This is an optimization exercise on Yosys and OpenROAD, whose aim is small area, a short achievable clock period and few clock cycles per item, not a production implementation. The RTL was checked by simulation tests, not by an equivalence proof against the original design.

## permutation_multi_round
module permutation_multi_round (
  input  logic         clock,
  input  logic         reset_n,
  input  logic         i_sys_enable,
  input  logic         i_start,
  input  logic [3:0]   i_num_rounds,
  input  logic [319:0] i_state,
  output logic         o_busy,
  output logic         o_done,
  output logic         o_error,
  output logic [319:0] o_state
);
For scale: ~2800 cells after synthesis, about 330 flip-flops, about 650 I/O pins, ~31000 um2 of cells after synthesis.
==> flow/config.mk <==
export PLATFORM = sky130hd
export DESIGN_NAME = permutation_multi_round
export DESIGN_NICKNAME = permutation_multi_round
export VERILOG_FILES = /design/flow/design.v
export SDC_FILE = /design/flow/constraint.sdc
export NUM_CORES = 4
export LEC_CHECK = 0
export CAP_MARGIN = 20
export CORE_MARGIN = 2
export CORE_UTILIZATION = 50
export PLACE_DENSITY = 0.8
export SETUP_SLACK_MARGIN = 2.1
export SLEW_MARGIN = 20
==> flow/constraint.sdc <==
create_clock -name core_clock -period 5.0 [get_ports {clock}]
set_input_delay 1.0000 -clock core_clock [delete_from_list [all_inputs] [get_ports {clock}]]
set_output_delay 1.0000 -clock core_clock [all_outputs]
set_load 0.01 [all_outputs]
standard.sh (not shown) runs the stock make flow with config.mk's settings and CLKGATE_MAP_FILE= SYNTH_SCRIPT=/design/flow/synth_recipe.tcl, a recipe that flattens the netlist after the stock synthesis.
==> flow/flow/run.sh <==
#!/bin/bash
# Standard layout, with the port buffers made from plain buffers.
bash standard.sh BUFFER_PORTS_ARGS="-buffer_cell sky130_fd_sc_hd__buf_1" finish > standard.log 2>&1
The first run went through all stages and came out clean.
Testbench counts at the start, summed over its fixed seeds: cycles 22,998, items 2,400.
Change:
--- a/flow/config.mk
+++ b/flow/config.mk
@@ -9,5 +9,4 @@
 export CORE_MARGIN = 2
-export CORE_UTILIZATION = 50
-export PLACE_DENSITY = 0.8
-export SETUP_SLACK_MARGIN = 2.1
+export CORE_UTILIZATION = 40
+export SETUP_SLACK_MARGIN = 2.6
 export SLEW_MARGIN = 20
The changed run went through all stages and came out clean.
Synthesized area does not change.
Final area came out higher by 32%.
Sequential cell count is unchanged.
Wire length came out higher by 20%.
Worst setup slack loses 0.051 ns.
Die area came out higher by 25%.
Via count came out higher by 10%.

permutation_multi_round again, from the RTL that the note above started with.
Settings: LEC_CHECK=0, CAP_MARGIN=20, CORE_ASPECT_RATIO=0.5, CORE_MARGIN=2, CORE_UTILIZATION=40, PLACE_DENSITY=0.75, SETUP_SLACK_MARGIN=2.1, SLEW_MARGIN=20; clock period 5.0 ns.
Scripts as last shown in full above: flow/flow/run.sh
The starting point ran to the end with no violations.
Testbench counts at the start, summed over its fixed seeds: cycles 22,998, items 2,400.
Change:
Settings changed: CORE_ASPECT_RATIO 0.5 to not set.
The new run completed with no timing, DRC or antenna violations.
Wire length rises by about 1.5%.
Die area barely changes.
Register-to-register slack is about the same.
Clock-buffer cell count grows by 8.
Change:
Settings changed: CORE_UTILIZATION 40 to 50, PLACE_DENSITY 0.75 to 0.85.
What happened: The changed run completed with no timing, DRC or antenna violations. Clock-buffer cell count increases by 5. Die area went down by 20%. Wire length fell by 5.4%. Via count goes up by 1.9%. Final area goes down by 1.4%.
Change:
Settings changed: CORE_UTILIZATION 50 to 40, PLACE_DENSITY 0.85 to not set.
Worst hold slack improves by 20 ps.
Critical path depth is unchanged.
Via count is lower by 3.1%.
Die area rises by 25%.
Area after synthesis does not change.
Design area rises by about 2%.
Count of clock-buffer cells in the layout is lower by 3.
Global-route usage is lower by 7.8 points.

job 5054:
The RTL this note starts from:
==> flow/design.v <==
module permutation_multi_round (
  input  logic         clock,
  input  logic         reset_n,
  input  logic         i_sys_enable,
  input  logic         i_start,
  input  logic [3:0]   i_num_rounds,
  input  logic [319:0] i_state,
  output logic         o_busy,
  output logic         o_done,
  output logic         o_error,
  output logic [319:0] o_state
);
  localparam int CUT = 1;
  function automatic logic [63:0] ror64(input logic [63:0] x, input integer n);
    logic [127:0] w_dbl;
    w_dbl = {x, x} >> n;
    ror64 = w_dbl[63:0];
  endfunction
  function automatic logic [319:0] round_tail(input logic [319:0] z);
    logic [63:0] z0, z1, z2, z3, z4;
    z0 = z[319:256];
    z1 = z[255:192];
    z2 = z[191:128];
    z3 = z[127:64];
    z4 = z[63:0];
    z0 = z0 ^ ror64(z0, 19) ^ ror64(z0, 28);
    z1 = z1 ^ ror64(z1, 61) ^ ror64(z1, 39);
    z2 = z2 ^ ror64(z2, 1)  ^ ror64(z2, 6);
    z3 = z3 ^ ror64(z3, 10) ^ ror64(z3, 17);
    z4 = z4 ^ ror64(z4, 7)  ^ ror64(z4, 41);
    round_tail = {z0, z1, z2, z3, z4};
  endfunction
  function automatic logic [319:0] round_head(input logic [319:0] s, input logic [7:0] rc);
    logic [63:0] a0, a1, a2, a3, a4;
    logic [63:0] y0, y1, y2, y3, y4;
    a0 = s[319:256] ^ s[63:0];
    a1 = s[255:192];
    a2 = s[191:128] ^ s[255:192] ^ {56'd0, rc};
    a3 = s[127:64];
    a4 = s[63:0] ^ s[127:64];
    y0 = a0 ^ (~a1 & a2);
    y1 = a1 ^ (~a2 & a3);
    y2 = a2 ^ (~a3 & a4);
    y3 = a3 ^ (~a4 & a0);
    y4 = a4 ^ (~a0 & a1);
    round_head = {y0 ^ y4, y1 ^ y0, ~y2, y3 ^ y2, y4};
  endfunction
  function automatic logic [7:0] rconst(input logic [3:0] i);
    rconst = {4'hF - i, i};
  endfunction
  logic         r_run;
  logic [3:0]   r_idx;
  logic [319:0] r_state;
  logic         r_done;
  logic         r_error;
  logic [319:0] w_tail;
  logic [319:0] w_src;
  logic [3:0]   w_src_idx;
  logic [319:0] w_head;
  logic         w_legal;
  logic         w_load;
  logic         w_last;
  assign w_legal = (i_num_rounds != 4'd0) &&
                   !(i_num_rounds[3] && i_num_rounds[2] && (i_num_rounds[1] || i_num_rounds[0]));
  assign w_load  = !r_run && i_start && w_legal;
  assign w_tail    = round_tail(r_state);
  assign w_src_idx = r_run ? r_idx + 4'd1 : 4'd12 - i_num_rounds;
  assign w_last    = (w_src_idx == 4'd11);
  if (CUT == 0) begin : g_cut0
    assign w_src   = r_run ? r_state : i_state;
    assign w_head  = round_tail(round_head(w_src, rconst(w_src_idx)));
    assign o_state = r_state;
  end else begin : g_cut1
    assign w_src   = r_run ? w_tail : i_state;
    assign w_head  = round_head(w_src, rconst(w_src_idx));
    assign o_state = w_tail;
  end
  always_ff @(posedge clock or negedge reset_n) begin
    if (!reset_n) begin
      r_run   <= 1'b0;
      r_idx   <= 4'd0;
      r_state <= 320'd0;
      r_done  <= 1'b0;
      r_error <= 1'b0;
    end else if (!i_sys_enable) begin
      r_run   <= 1'b0;
      r_idx   <= 4'd0;
      r_state <= 320'd0;
      r_done  <= 1'b0;
      r_error <= 1'b0;
    end else begin
      if (r_run || w_load) begin
        r_state <= w_head;
        r_idx   <= w_src_idx;
        r_run   <= !w_last;
        r_done  <= w_last;
      end else begin
        r_done  <= 1'b0;
      end
      r_error <= !r_run && i_start && !w_legal;
    end
  end
  assign o_busy  = r_run;
  assign o_done  = r_done;
  assign o_error = r_error;
endmodule
Settings: LEC_CHECK=0, CAP_MARGIN=20, CORE_MARGIN=2, CORE_UTILIZATION=40, PLACE_DENSITY=0.75, SETUP_SLACK_MARGIN=2.15, SLEW_MARGIN=20; clock period 5.0 ns.
Scripts as last shown in full above: flow/flow/run.sh
Testbench counts of job 5054, summed over its fixed seeds: cycles 22,998, items 2,400.
Inputs modified between job 5054 and job 7295:
# job 5054
export LEC_CHECK = 0
export CAP_MARGIN = 20
export CORE_MARGIN = 2
export CORE_UTILIZATION = 40
export PLACE_DENSITY = 0.75
export SETUP_SLACK_MARGIN = 2.15
export SLEW_MARGIN = 20
create_clock -name core_clock -period 5.0 [get_ports {clock}]
# job 7295
export LEC_CHECK = 0
export CAP_MARGIN = 20
export CORE_MARGIN = 2
export CORE_UTILIZATION = 60
export SETUP_SLACK_MARGIN = 2.0
export SLEW_MARGIN = 20
create_clock -name core_clock -period 5.0 [get_ports {clock}]
Notes after the runs:
- NOTE cell area job 5054->job 7295 decreased by a few percent
- Job 7295 ended up with a lower setup slack than job 5054 did.
- Comparing die height for job 5054 and job 7295, the smaller number came from job 7295.
- Job 7295 went all the way through synthesis, placement and routing and the layout is clean on timing, DRC and antenna.
- A start point of the critical path of r_state[227]$_DFFE_PN0P_ is what job 5054 shows, while r_run$_DFFE_PN0P_ belongs to job 7295.
Input changes introduced in job 1652 (baseline for comparison: job 7295):
# job 7295
export LEC_CHECK = 0
export CAP_MARGIN = 20
export CORE_MARGIN = 2
export CORE_UTILIZATION = 60
export SETUP_SLACK_MARGIN = 2.0
export SLEW_MARGIN = 20
create_clock -name core_clock -period 5.0 [get_ports {clock}]
# job 1652
export LEC_CHECK = 0
export CAP_MARGIN = 20
export CORE_MARGIN = 2
export CORE_UTILIZATION = 40
export PLACE_DENSITY = 0.75
export SETUP_SLACK_MARGIN = 2.05
export SLEW_MARGIN = 20
create_clock -name core_clock -period 5.0 [get_ports {clock}]
--- outcome ---
- Fmax: job 1652 above job 7295
- Compared job 1652 vs job 7295, and number of inserted diodes is up in job 1652.
- The part of the cycle the worst path needs of job 1652 is lower than that of job 7295.
- Per the comparison of job 1652 with job 7295, combined flip-flop and latch cell area has increased, number of filler instances in the final layout has increased, total global routing track utilization has decreased.
- Diff job 7295 and job 1652: via-per-instance ratio lower in job 1652
- Against job 7295, job 1652 comes in 361 higher on count of placed standard cells including taps.
- Against job 7295, job 1652 comes in 22% higher on die extent in y.
- Of the two values seen for launching element of the worst setup path, r_run$_DFFE_PN0P_ was produced by job 7295 and r_state[251]$_DFFE_PN0P_ by job 1652.
### job 1652 -> job 2156
# job 1652
export LEC_CHECK = 0
export CAP_MARGIN = 20
export CORE_MARGIN = 2
export CORE_UTILIZATION = 40
export PLACE_DENSITY = 0.75
export SETUP_SLACK_MARGIN = 2.05
export SLEW_MARGIN = 20
create_clock -name core_clock -period 5.0 [get_ports {clock}]
# job 2156
export LEC_CHECK = 0
export CAP_MARGIN = 20
export CORE_MARGIN = 2
export CORE_UTILIZATION = 40
export SETUP_SLACK_MARGIN = 1.5
export SLEW_MARGIN = 20
create_clock -name core_clock -period 5.0 [get_ports {clock}]
[summary]
The initial antenna violation count in job 2156 was higher than what job 1652 gave.
Final critical path time including I/O delays and setup (higher): job 2156
The post-detailed-placement cell area of job 2156 and that of job 1652 are within noise of each other.
Delta (job 2156 minus job 1652): number of library cell types mapped by synthesis ~0 delta, net count reported at finish -23.
Diff job 1652 -> job 2156 | utilization | decrease of 0.92 points
On clock buffer count in the final layout, the lower figure sits with job 1652, not job 2156.
--- input diff job 2156..job 9806 ---
# job 2156
export LEC_CHECK = 0
export CAP_MARGIN = 20
export CORE_MARGIN = 2
export CORE_UTILIZATION = 40
export SETUP_SLACK_MARGIN = 1.5
export SLEW_MARGIN = 20
create_clock -name core_clock -period 5.0 [get_ports {clock}]
# job 9806
export LEC_CHECK = 0
export CAP_MARGIN = 20
export CORE_MARGIN = 2
export CORE_UTILIZATION = 40
export SETUP_SLACK_MARGIN = 2.2
export SLEW_MARGIN = 20
create_clock -name core_clock -period 5.0 [get_ports {clock}]
[summary]
Job 9806: PASS, flow complete, no timing, DRC or antenna violations
Looking at met1 wire length, job 9806 sits about 3.3% above job 2156.
The higher worst hold slack came out of job 2156.
As far as core area goes, job 2156 and job 9806 are indistinguishable; the numbers are identical.
Clock latency on the worst-skew pair essentially unchanged between job 9806 and job 2156.
Compared with job 2156, job 9806 shows a higher detailed placer's ending HPWL.

-- what the ideal ports hide --
In the flow no input, the clock included, has a driving cell. The finished layouts below were timed again as built, in two steps.
Step 1: set_driving_cell puts a clkbuf_16 on clock and a buf_2 on each other input, an assumption about the parent block.
Step 2, shift: input delay + t, output delay - t, t = (earliest + latest rising clock arrival at the registers) / 2. This alone moves slack from input paths to output paths.
a / b / c = ideal ports / drivers / drivers and shift; a / b = the first two.
run	shift t [ns]	setup slack, ns	worst register clock-pin slew, ns
the first run of note 1	0.633	2.034 / 1.966 / 1.589	0.07 / 0.07
the second run of note 1	0.661	1.983 / 1.909 / 2.007	0.07 / 0.07
the first run of note 2	0.614	1.986 / 1.925 / 1.570	0.07 / 0.07
the second run of note 2	0.637	2.058 / 1.992 / 1.594	0.06 / 0.06
the third run of note 2	0.615	2.044 / 1.986 / 1.570	0.06 / 0.06
the fourth run of note 2	0.656	2.054 / 1.976 / 1.609	0.07 / 0.07
job 5054	0.645	2.057 / 1.993 / 1.691	0.07 / 0.07
job 7295	0.613	1.919 / 1.896 / 1.559	0.07 / 0.07
job 1652	0.629	1.985 / 1.922 / 1.579	0.06 / 0.06
job 2156	0.654	1.644 / 1.569 / 1.174	0.06 / 0.06
job 9806	0.649	2.127 / 2.056 / 1.699	0.06 / 0.06
After both steps setup and hold are still met in every run listed. The setup slack of the third run of note 2, which loses most, moves by -0.058 ns with the drivers and by -0.474 ns with both steps.
